From an optimization exercise on the open Yosys and OpenROAD flow, aimed at small area; shortcuts taken in it are not production practice.
Function was checked by simulation only, so behaviour that the tests miss may differ from the original.
No activity file was given, so power comes from the tool's default toggle rates.

==> flow/design.v (excerpt) <==
module debug_uart_top #(
	parameter int clks_per_bit = 8
) (
	input wire clk,
	input wire rst,
	input wire uart_rx,
	output wire uart_tx,
	input wire [dbg_cmd_pkg::addr_width-1:0] cpu_addr,
	input wire [7:0] cpu_wdata,
	input wire cpu_we,
	input wire cpu_re,
	output wire [7:0] cpu_rdata,
	output wire cpu_halt,
	output wire cpu_rst,
	input wire cpu_is_halted,
	output wire bus_grant
);
Size in the first run: about 6000 cells after synthesis, roughly 42 I/O pins.
==> flow/config.mk <==
export PLATFORM = sky130hd
export DESIGN_NAME = debug_uart_top
export DESIGN_NICKNAME = debug_uart_top
export VERILOG_FILES = /design/flow/design.v
export SDC_FILE = /design/flow/constraint.sdc
export NUM_CORES = 4
export LEC_CHECK = 0
export CAP_MARGIN = 20
export CORE_MARGIN = 2
export CORE_UTILIZATION = 60
export CTS_BUF_LIST = sky130_fd_sc_hd__clkbuf_16
export CTS_CLUSTER_DIAMETER = 150
export CTS_CLUSTER_SIZE = 25
export SLEW_MARGIN = 20
export SYNTH_HIERARCHICAL = 1
==> flow/constraint.sdc <==
create_clock -name core_clock -period 10.0 [get_ports {clk}]
set_input_delay 2.0000 -clock core_clock [delete_from_list [all_inputs] [get_ports {clk}]]
set_output_delay 2.0000 -clock core_clock [all_outputs]
set_load 0.01 [all_outputs]
run.sh (not shown) runs the stock make flow with config.mk's settings and CLKGATE_MAP_FILE= SYNTH_SCRIPT=/design/flow/synth_recipe.tcl, a recipe that flattens the netlist after the stock synthesis.
Rerun with:
--- a/flow/design.v
+++ b/flow/design.v
@@ -211,14 +211,15 @@
 	localparam logic [3:0] st_wr_hi      = 4'd5;
 	localparam logic [3:0] st_wr_lo      = 4'd6;
 	localparam logic [3:0] st_wr_data    = 4'd7;
 	localparam logic [3:0] st_reset_hold = 4'd8;
 	localparam logic [3:0] st_send_ack   = 4'd9;
 	logic [3:0] state;
 	logic [dbg_cmd_pkg::reset_pulse_bits-1:0] cnt;
+	wire pulse_done;
 	logic we_q;
 	logic re_q;
 	logic tx_start;
 	logic halt_q;
 	logic crst_q;
 	logic [7:0] dbg_addr;
 	logic tx_ready;
@@ -291,15 +292,15 @@
 				st_wr_data: begin
 					if (rx_valid) begin
 						we_q <= 1'b1;
 						state <= st_send_ack;
 					end
 				end
 				st_reset_hold: begin
-					if (cnt[dbg_cmd_pkg::reset_pulse_bits-1]) begin
+					if (pulse_done) begin
 						crst_q <= 1'b1;
 						state <= st_send_ack;
 					end
 				end
 				st_send_ack: begin
 					if (tx_ready) begin
 						tx_start <= 1'b1;
@@ -313,17 +314,18 @@
 				end
 			endcase
 		end
 	end
 	always_ff @(posedge clk) begin
 		if (state == st_idle)
 			cnt <= '0;
-		else if (state == st_reset_hold && !cnt[dbg_cmd_pkg::reset_pulse_bits-1])
-			cnt <= cnt + 1'b1;
+		else
+			cnt <= {cnt[7:0], ~(cnt[8] ^ cnt[4])};
 	end
+	assign pulse_done = (cnt == 9'h19f);
 	always_ff @(posedge clk) begin
 		if (rx_valid && (state == st_rd_lo || state == st_wr_lo))
 			dbg_addr <= rx_data;
 	end
 	wire [7:0] ram_addr;
 	wire [7:0] ram_wdata;
 	wire ram_we;
Effect: The new run ran to the end with no violations. Clock-buffer cell count does not change. Total power went down by about 5.4%. Utilization is lower by 0.11 points. Synthesized cell count drops by about 0.4%. Routed wire length is higher by 0.32%. Via count goes down by 0.65%. Non-clock buffer count shrinks by 2. Setup slack gets better by 0.26 ns. Die area hardly moves.

========
RTL: one of the versions met above, not the one the previous note started from.
Size in the first run: about 6000 cells after synthesis, roughly 2100 flip-flops, roughly 42 I/O pins, roughly 73000 um^2 of cells after synthesis.
Settings: LEC_CHECK=0, CAP_MARGIN=20, CORE_MARGIN=2, CORE_UTILIZATION=60, SLEW_MARGIN=20, SYNTH_HIERARCHICAL=1; clock period 10.0 ns.
standard.sh (not shown) runs the stock make flow with config.mk's settings and CLKGATE_MAP_FILE= SYNTH_SCRIPT=/design/flow/synth_recipe.tcl, a recipe that flattens the netlist after the stock synthesis.
==> flow/flow/run.sh <==
#!/bin/bash
# The standard layout (standard.sh, standard synthesis included) with two
# settings changed through ORFS's own variables:
#  - the port buffers that global placement inserts use the smallest buffer,
#    sky130_fd_sc_hd__buf_1 (every input and output port is still buffered);
#  - clock tree synthesis uses clkbuf_8 with sink clusters of at most 16
#    flip-flops within 100 um, and inserts no dummy loads.
# Every tool's full output is in ORFS's logs under orfs/logs; make's output
# is in standard.log in this folder.
set -euo pipefail
export BUFFER_PORTS_ARGS="-buffer_cell sky130_fd_sc_hd__buf_1"
export CTS_ARGS="-sink_clustering_enable -repair_clock_nets -sink_clustering_size 16 -sink_clustering_max_diameter 100 -buf_list sky130_fd_sc_hd__clkbuf_8 -dont_use_dummy_load"
bash standard.sh > standard.log 2>&1
Edit:
--- a/flow/design.v
+++ b/flow/design.v
@@ -215,19 +215,21 @@
 	localparam logic [3:0] st_send_ack   = 4'd9;
 	logic [3:0] state;
 	logic [dbg_cmd_pkg::reset_pulse_bits-1:0] cnt;
 	wire pulse_done;
 	logic we_q;
 	logic re_q;
 	logic tx_start;
 	logic halt_q;
 	logic crst_q;
-	logic [7:0] dbg_addr;
+	wire [7:0] dbg_addr;
+	logic [7:0] tx_shreg;
+	wire addr_load;
 	logic tx_ready;
 	logic tx_load;
 	assign cpu_halt = halt_q;
 	assign cpu_rst = crst_q;
 	assign bus_grant = (halt_q && cpu_is_halted) || !crst_q;
 	always_ff @(posedge clk or negedge rst) begin
 		if (!rst) begin
 			state <= st_idle;
 			we_q <= 1'b0;
@@ -316,22 +318,20 @@
 		end
 	end
 	always_ff @(posedge clk) begin
 		if (state == st_idle)
 			cnt <= '0;
 		else
 			cnt <= {cnt[7:0], ~(cnt[8] ^ cnt[4])};
 	end
 	assign pulse_done = (cnt == 9'h19f);
-	always_ff @(posedge clk) begin
-		if (rx_valid && (state == st_rd_lo || state == st_wr_lo))
-			dbg_addr <= rx_data;
-	end
+	assign addr_load = rx_valid && (state == st_rd_lo || state == st_wr_lo);
+	assign dbg_addr = tx_shreg;
 	wire [7:0] ram_addr;
 	wire [7:0] ram_wdata;
 	wire ram_we;
 	wire ram_re;
 	wire [7:0] ram_rdata;
 	assign ram_addr = bus_grant ? dbg_addr : cpu_addr[7:0];
 	assign ram_wdata = bus_grant ? rx_data : cpu_wdata;
 	assign ram_we = bus_grant ? we_q : cpu_we;
 	assign ram_re = bus_grant ? re_q : cpu_re;
@@ -344,19 +344,18 @@
 		.wdata(ram_wdata),
 		.rdata(ram_rdata)
 	);
 	localparam logic [1:0] tx_idle  = 2'd0;
 	localparam logic [1:0] tx_st_start = 2'd1;
 	localparam logic [1:0] tx_st_data  = 2'd2;
 	logic [1:0] tx_state;
 	logic [cnt_w-1:0] tx_cnt;
 	logic [2:0] tx_idx;
-	logic [7:0] tx_shreg;
 	logic tx_out;
 	assign uart_tx = tx_out;
 	assign tx_ready = (tx_state == tx_idle);
 	assign tx_load = (state == st_rd_reply || state == st_send_ack) && tx_ready;
 	wire tx_bit_end = (tx_cnt == bit_last);
 	always_ff @(posedge clk or negedge rst) begin
 		if (!rst) begin
 			tx_state <= tx_idle;
 			tx_out <= 1'b1;
@@ -395,14 +394,16 @@
 			tx_cnt <= tx_cnt + 1'b1;
 		if (tx_state != tx_st_data)
 			tx_idx <= '0;
 		else if (tx_bit_end)
 			tx_idx <= tx_idx + 1'b1;
 	end
 	always_ff @(posedge clk) begin
 		if (tx_load)
 			tx_shreg <= (state == st_rd_reply) ? ram_rdata : dbg_cmd_pkg::ack_byte;
+		else if (addr_load)
+			tx_shreg <= rx_data;
 		else if (tx_state == tx_st_data && tx_cnt == bit_last)
 			tx_shreg <= {1'b0, tx_shreg[7:1]};
 	end
 endmodule
 `default_nettype wire
The new run went through all stages and came out clean.
Routed wire length climbs by about 0.9%.
Design area hardly moves.
Non-clock buffer count increases by 6.
Worst setup slack is better by 0.55 ns.
Global-route usage came out higher by 0.38 points.
Register-to-register slack gets better by 0.49 ns.
Clock skew drops by 0.012 ns.
Hold slack gains 0.0071 ns.

port drivers added, routing unchanged:
Ports are ideal in the flow. The routed layouts listed here were re-timed in OpenROAD.
Step 1: set_driving_cell puts a clkbuf_16 on clk and a buf_2 on each other input, an assumption about the parent block.
Step 2 times the ports against the registers' clock, not the clock port: input delays grow and output delays shrink by t, the midpoint of the rising clock arrivals with the driver on.
Three values: no drivers, after step 1, after step 2; two values: the first two.
| run | shift t [ns] | setup slack, ns | worst slew at a driven data input, ns |
|---|---|---|---|
| the first run of note 1 | 0.804 | 2.522 / 2.571 / 1.767 | 0.05 |
| the second run of note 1 | 0.789 | 2.786 / 2.830 / 2.041 | 0.05 |
| the first run of note 2 | 0.984 | 2.802 / 2.851 / 1.866 | 0.04 |
| the second run of note 2 | 0.998 | 3.355 / 3.398 / 2.400 | 0.05 |
After both steps setup and hold are still met in every run listed. For the second run of note 2, which loses most, drivers alone change the setup slack by +0.043 ns; drivers and shift together by -0.955 ns.
